This design comes from an exercise in tuning for small area, a short achievable clock period and few clock cycles on the open sky130 flow, not from production work.
In this exercise RTL edits were held to simulation tests only and were not proved equivalent to the original.
No activity file was given, so power comes from the tool's default toggle rates.

`design/flow/config.mk`:
```
export PLATFORM = sky130hd
export DESIGN_NAME = dot_product_engine
export DESIGN_NICKNAME = dot_product_engine
export VERILOG_FILES = /design/flow/design.v
export SDC_FILE = /design/flow/constraint.sdc
export NUM_CORES = 4
export LEC_CHECK = 0
export CAP_MARGIN = 20
export CORE_MARGIN = 2
export CORE_UTILIZATION = 40
export SLEW_MARGIN = 20
```
`design/flow/run.sh`:
```
#!/bin/bash
# synth_recipe.tcl (not shown) runs the flow's synth.tcl, then flattens the netlist and writes it again
# the make line also repeats each setting of config.mk as NAME=value (left out here)
make -C /OpenROAD-flow-scripts/flow DESIGN_CONFIG=/design/flow/config.mk WORK_HOME=/design/flow/orfs CLKGATE_MAP_FILE= SYNTH_SCRIPT=/design/flow/synth_recipe.tcl finish
```
`design/flow/design.v`:
```
module dot_product_engine #(
   parameter int ADDR_WIDTH = 32,
   parameter int DATA_WIDTH = 32,
   parameter int ACC_WIDTH  = 64,
   parameter int MAX_LEN    = 1024
) (
   input  logic                  ACLK,
   input  logic                  ARESET,
   input  logic                  START,
   input  logic [ADDR_WIDTH-1:0] VEC_A_BASE,
   input  logic [ADDR_WIDTH-1:0] VEC_B_BASE,
   input  logic [31:0]           VEC_LEN,
   input  logic [ADDR_WIDTH-1:0] OUT_ADDR,
   output logic [31:0]           STATUS,
   output logic [ADDR_WIDTH-1:0] M_ARADDR,
   output logic                  M_ARVALID,
   input  logic                  M_ARREADY,
   input  logic [DATA_WIDTH-1:0] M_RDATA,
   input  logic [1:0]            M_RRESP,
   input  logic                  M_RVALID,
   output logic                  M_RREADY,
   output logic [ADDR_WIDTH-1:0] M_AWADDR,
   output logic                  M_AWVALID,
   input  logic                  M_AWREADY,
   output logic [DATA_WIDTH-1:0] M_WDATA,
   output logic                  M_WVALID,
   input  logic                  M_WREADY,
   input  logic [1:0]            M_BRESP,
   input  logic                  M_BVALID,
   output logic                  M_BREADY
);
   localparam int BYTE_SHIFT = $clog2(DATA_WIDTH / 8);
   typedef enum logic [3:0] {
      S_IDLE,
      S_RD_A_ADDR,
      S_RD_A_DATA,
      S_RD_B_ADDR,
      S_RD_B_DATA,
      S_MAC,
      S_WRITE,
      S_WR_RESP,
      S_DONE
   } state_t;
   state_t                state_reg;
   logic                  start_d_reg;
   logic [ADDR_WIDTH-1:0] a_base_reg;
   logic [ADDR_WIDTH-1:0] b_base_reg;
   logic [ADDR_WIDTH-1:0] out_addr_reg;
   logic [31:0]           len_reg;
   logic [31:0]           idx_reg;
   logic [DATA_WIDTH-1:0] a_reg;
   logic [DATA_WIDTH-1:0] b_reg;
   logic [ACC_WIDTH-1:0]  acc_reg;
   logic                  busy_reg;
   logic                  done_reg;
   logic                  err_reg;
   logic                  ovf_reg;
   logic [ADDR_WIDTH-1:0] araddr_reg;
   logic                  arvalid_reg;
   logic                  rready_reg;
   logic [ADDR_WIDTH-1:0] awaddr_reg;
   logic                  awvalid_reg;
   logic [DATA_WIDTH-1:0] wdata_reg;
   logic                  wvalid_reg;
   logic                  bready_reg;
   logic [ACC_WIDTH-1:0]  a_ext;
   logic [ACC_WIDTH-1:0]  b_ext;
   logic [ACC_WIDTH-1:0]  prod;
   logic [ACC_WIDTH-1:0]  acc_next;
   logic [31:0]           idx_next;
   logic                  acc_fits;
   logic                  launch;
   logic                  aw_done;
   logic                  w_done;
   assign a_ext    = {{(ACC_WIDTH-DATA_WIDTH){a_reg[DATA_WIDTH-1]}}, a_reg};
   assign b_ext    = {{(ACC_WIDTH-DATA_WIDTH){b_reg[DATA_WIDTH-1]}}, b_reg};
   assign prod     = a_ext * b_ext;
   assign acc_next = acc_reg + prod;
   assign idx_next = idx_reg + 32'd1;
   assign acc_fits = (&acc_next[ACC_WIDTH-1:DATA_WIDTH-1]) |
                     ~(|acc_next[ACC_WIDTH-1:DATA_WIDTH-1]);
   assign launch = START & ~start_d_reg & (state_reg == S_IDLE);
   assign aw_done = ~awvalid_reg | M_AWREADY;
   assign w_done  = ~wvalid_reg  | M_WREADY;
   always_ff @(posedge ACLK) begin
      if (ARESET) begin
         state_reg    <= S_IDLE;
         start_d_reg  <= 1'b0;
         a_base_reg   <= '0;
         b_base_reg   <= '0;
         out_addr_reg <= '0;
         len_reg      <= '0;
         idx_reg      <= '0;
         a_reg        <= '0;
         b_reg        <= '0;
         acc_reg      <= '0;
         busy_reg     <= 1'b0;
         done_reg     <= 1'b0;
         err_reg      <= 1'b0;
         ovf_reg      <= 1'b0;
         araddr_reg   <= '0;
         arvalid_reg  <= 1'b0;
         rready_reg   <= 1'b0;
         awaddr_reg   <= '0;
         awvalid_reg  <= 1'b0;
         wdata_reg    <= '0;
         wvalid_reg   <= 1'b0;
         bready_reg   <= 1'b0;
      end else begin
         start_d_reg <= START;
         case (state_reg)
            S_IDLE: begin
               if (launch) begin
                  a_base_reg   <= VEC_A_BASE;
                  b_base_reg   <= VEC_B_BASE;
                  len_reg      <= VEC_LEN;
                  out_addr_reg <= OUT_ADDR;
                  acc_reg      <= '0;
                  idx_reg      <= '0;
                  busy_reg     <= 1'b1;
                  done_reg     <= 1'b0;
                  err_reg      <= 1'b0;
                  ovf_reg      <= 1'b0;
                  if (VEC_LEN > 32'(MAX_LEN)) begin
                     err_reg   <= 1'b1;
                     state_reg <= S_DONE;
                  end else if (VEC_LEN == 32'd0) begin
                     awaddr_reg  <= OUT_ADDR;
                     wdata_reg   <= '0;
                     awvalid_reg <= 1'b1;
                     wvalid_reg  <= 1'b1;
                     state_reg   <= S_WRITE;
                  end else begin
                     araddr_reg  <= VEC_A_BASE;
                     arvalid_reg <= 1'b1;
                     state_reg   <= S_RD_A_ADDR;
                  end
               end
            end
            S_RD_A_ADDR: begin
               if (M_ARREADY) begin
                  arvalid_reg <= 1'b0;
                  rready_reg  <= 1'b1;
                  state_reg   <= S_RD_A_DATA;
               end
            end
            S_RD_A_DATA: begin
               if (M_RVALID) begin
                  rready_reg <= 1'b0;
                  if (M_RRESP != 2'b00) begin
                     err_reg   <= 1'b1;
                     state_reg <= S_DONE;
                  end else begin
                     a_reg       <= M_RDATA;
                     araddr_reg  <= b_base_reg + (idx_reg[ADDR_WIDTH-1:0] << BYTE_SHIFT);
                     arvalid_reg <= 1'b1;
                     state_reg   <= S_RD_B_ADDR;
                  end
               end
            end
            S_RD_B_ADDR: begin
               if (M_ARREADY) begin
                  arvalid_reg <= 1'b0;
                  rready_reg  <= 1'b1;
                  state_reg   <= S_RD_B_DATA;
               end
            end
            S_RD_B_DATA: begin
               if (M_RVALID) begin
                  rready_reg <= 1'b0;
                  if (M_RRESP != 2'b00) begin
                     err_reg   <= 1'b1;
                     state_reg <= S_DONE;
                  end else begin
                     b_reg     <= M_RDATA;
                     state_reg <= S_MAC;
                  end
               end
            end
            S_MAC: begin
               acc_reg <= acc_next;
               idx_reg <= idx_next;
               if (idx_next == len_reg) begin
                  awaddr_reg  <= out_addr_reg;
                  wdata_reg   <= acc_next[DATA_WIDTH-1:0];
                  awvalid_reg <= 1'b1;
                  wvalid_reg  <= 1'b1;
                  ovf_reg     <= ~acc_fits;
                  state_reg   <= S_WRITE;
               end else begin
                  araddr_reg  <= a_base_reg + (idx_next[ADDR_WIDTH-1:0] << BYTE_SHIFT);
                  arvalid_reg <= 1'b1;
                  state_reg   <= S_RD_A_ADDR;
               end
            end
            S_WRITE: begin
               if (M_AWREADY) awvalid_reg <= 1'b0;
               if (M_WREADY)  wvalid_reg  <= 1'b0;
               if (aw_done && w_done) begin
                  bready_reg <= 1'b1;
                  state_reg  <= S_WR_RESP;
               end
            end
            S_WR_RESP: begin
               if (M_BVALID) begin
                  bready_reg <= 1'b0;
                  if (M_BRESP != 2'b00) err_reg <= 1'b1;
                  state_reg <= S_DONE;
               end
            end
            S_DONE: begin
               busy_reg  <= 1'b0;
               done_reg  <= 1'b1;
               state_reg <= S_IDLE;
            end
            default: state_reg <= S_IDLE;
         endcase
      end
   end
   assign STATUS    = {28'd0, ovf_reg, err_reg, done_reg, busy_reg};
   assign M_ARADDR  = araddr_reg;
   assign M_ARVALID = arvalid_reg;
   assign M_RREADY  = rready_reg;
   assign M_AWADDR  = awaddr_reg;
   assign M_AWVALID = awvalid_reg;
   assign M_WDATA   = wdata_reg;
   assign M_WVALID  = wvalid_reg;
   assign M_BREADY  = bready_reg;
endmodule
```
`design/flow/constraint.sdc`:
```
create_clock -name core_clock -period 11.0 [get_ports {ACLK}]
set_input_delay 2.2000 -clock core_clock [delete_from_list [all_inputs] [get_ports {ACLK}]]
set_output_delay 2.2000 -clock core_clock [all_outputs]
set_load 0.01 [all_outputs]
```
==> metrics.cfg <==
[worst_setup_path]
worstRegToRegCells = 29
critPathLaunchType = register
cp.required_ns = 11.48
crit_path_start = b_reg[5]$_SDFFE_PP0P_
critPathMaxStageDelay_ns = 0.71
cp_slowest_cell = dfxtp_1
crit_path_end_kind = register
cp-endpoint = ovf_reg$_SDFFE_PP0P_
cp_data_arrival_time_ns = 10.16
worstSetupPathType = reg2reg
rrSetupSlack_ns = 1.32
cp_max_fo = 16
worst_path_most_repeated_cell = fa_1
rr_startpoint = b_reg[5]$_SDFFE_PP0P_
timing.rr.end = ovf_reg$_SDFFE_PP0P_

[power]
irDropWorstVdd_mv = 0.122
p_per_area_nw_per_um2 = 55.0
p_leak_nw = 30.9

[timing]
setup_tns_ns = 0
finalHoldViolations = 0
drv_slew = 0
min_period_over_period_pct = 88.0
fmax_ghz = 0.103
rsz0062_at_grt = no
worst_pin_slew_ns = 1.16
fin_worst_skew_ns = 0.0693
worst_slack_ns = 1.32
finalSetupViolCount = 0
fin_crit_ns = 9.68
slew_headroom_pct = 22.4

[synth]
syn_avg_cell_area_um2 = 8.72
syn-cell-area_um2 = 60200
synth_top_cell_by_area = fa_1
synth_cell_types = 99
synth.area.top_cells = fa_1 40%, dfxtp_1 13%, inv_1 7.9%
synth_fa_ha_area_share_pct = 46.1
synth_top_family_by_area = adder cells
ys_ff_latch = 398
synth_cells = 6904
synthXorXnorAreaFrac_pct = 2.66
synth_edf_count = 0
yosys.area_share.simple_pct = 17.7
yosysTopAreaCellShare_pct = 40.3
synthFlopType = dfxtp_1
muxShareOfSynthArea_pct = 0.118
synth-warning-count = 1
async_reset_ff_share_pct = 0
synth_compound_area_share_pct = 9.33
seq_area_frac_synth_pct = 13.2

[layout]
diodes = 0
fin_nets = 8593
largest_reg_flops = 64
final_cell_mix = 1272 x inv_1, 1212 x fa_1, 1181 x nand2_1
layout-drive-gt1-share_pct = 3.84
final_common_cell = inv_1
final_cells = 8987
synthToLayoutAreaGrowth_pct = 10.2

[clock_network]
cts_setup_buffers = 0
cts_buffer_depth = 3
clock-sinks = 398
cts_tree = done
cts_made_buffers = 52
htree_levels = 2
cts-root-buf = clkbuf_16
cts_resized = 0
cts.clk_slew.worst_paths_ns = 0.06
cts_hold_buf = 0
worstSkewPairLatency_ns = 0.69

[place]
pre_cts_ws_ns = 0.932
place_hpwl_um = 140000
dp.cells = 8894
place_congestion = 0.909
port_buffers = 276

[floorplanning]
die_x_um = 392
die_h_um = 392
start_util_pct = 40.2
dieArea_um2 = 154000
pin_count = 305
core-area_um2 = 150000
rows = 142

[routing]
drc = 0
wl_um = 172000
ant_nets = 0
via_per_inst = 5.15
first_pass_iters = 6
routedWlPerCell_um = 19.1
drt-initial-drc-count = 2951
vias = 46300

[hold_path]
hold_path_class = reg2reg
min_from = out_addr_reg[7]$_SDFFE_PP0P_

[grt]
grt_max_degree = 124
grt_pass1_wl_um = 281000
grt_overflow = 0
grt_usage_pct = 23.2
antenna_found_initial = 9
grt_pass1_vias = 49700

[flow_run]
cap_violations = 0

[status]
status = finished clean

[Yosys cell counts, drive strengths merged (57+ instances only)]
master	number
ha	277
a21oi	412
a21o	57
buf	89
o21ai	80
dfxtp	398
inv	1272
and2	462
xnor2	111
clkbuf	326
nand2	1185
nand3	79
fa	1212
nor2	314
[worst max-delay path: cells and delay by family (launching register included)]
family                   cells  cell delay (ns)
AO/OA/AOI/OAI                7             1.58
adder cells (fa/ha/maj)      9             4.32
buffers and inverters        7             1.45
flip-flops                   1             0.71
AND/OR/NAND/NOR              6             1.40
[logic make-up after synthesis]
logic type | after synthesis
and+or+nand+nor | 2292
buffers and inverters | 1687
adders and majority gates | 1489
AOI/OAI and AO/OA | 860
DFF | 398
xor gates and xnor gates | 170
muxes | 7
other | 1
[how the worst min path moves through the flow]
stage | endpoint | slack (ns) | cells past startpoint
after floorplan | acc_reg[41]$_SDFFE_PP0P_ | 0.43 | 2
after global placement | out_addr_reg[21]$_SDFFE_PP0P_ | 0.44 | 2
after detailed placement | wdata_reg[2]$_SDFFE_PP0P_ | 0.45 | 2
after CTS | wdata_reg[2]$_SDFFE_PP0P_ | 0.45 | 2
after global routing | out_addr_reg[21]$_SDFFE_PP0P_ | 0.47 | 2
final | out_addr_reg[7]$_SDFFE_PP0P_ | 0.45 | 2
[per-stage QoR]
stage          hold slack (ns)  utilization [%]  total power [mW]  instance area [um^2]
6_report                 0.453             44.4              3.65                 66400
5_1_grt                  0.467             44.4              3.78                 66400
4_1_cts                  0.455             44.4              3.69                 66400
3_5_place_dp             0.446             43.1              1.85                 64500
3_3_place_gp             0.442             43.1              1.84                 64500
2_1_floorplan            0.432                -              1.71                 60300
[layout make-up]
type	count	area, um^2
clock inverter	26	405
clock buffer	67	1410
sequential	398	7980
tap	2016	2520
multi-input combinational	4846	45800
timing repair buffer	362	3430
inverter	1272	4770
fill	14800	83200
[where the power goes]
group          leakage (nW)  internal, mW  switching [mW]
Clock                 0.859          1.07           0.760
Sequential             3.23          1.48          0.0247
Combinational          26.8         0.134           0.179
[layer usage]
metal	vias up	wire, um	GRT usage, %
met5	-	109	0
met4	16	4730	6.45
met3	236	12300	4.38
met2	1338	79700	37.3
met1	23600	75200	32.0
li1	21100	-	-
Testbench counts, summed over its fixed seeds: cycles 20,390.

[what the ideal ports hide]
The flow's constraints put no driver on any port. The routed layout listed below was extracted and timed again, unchanged, in two steps. Step 1, drivers: a clkbuf_16 drives ACLK and a buf_2 each remaining input, both assumed. Step 2, shift: input delay + t, output delay - t, t = (earliest + latest rising clock arrival at the registers) / 2. This alone moves slack from input paths to output paths. Three values: no drivers, after step 1, after step 2; two values: the first two.
t (ns): 0.730
setup slack, ns: 1.322 / 1.322 / 1.322
worst data-port slew with drivers (ns): 0.10
cell pins on the clock port's net: 1
After both steps this run still meets setup and hold. For this run, drivers alone change the setup slack by 0.000 ns; drivers and shift together by 0.000 ns.
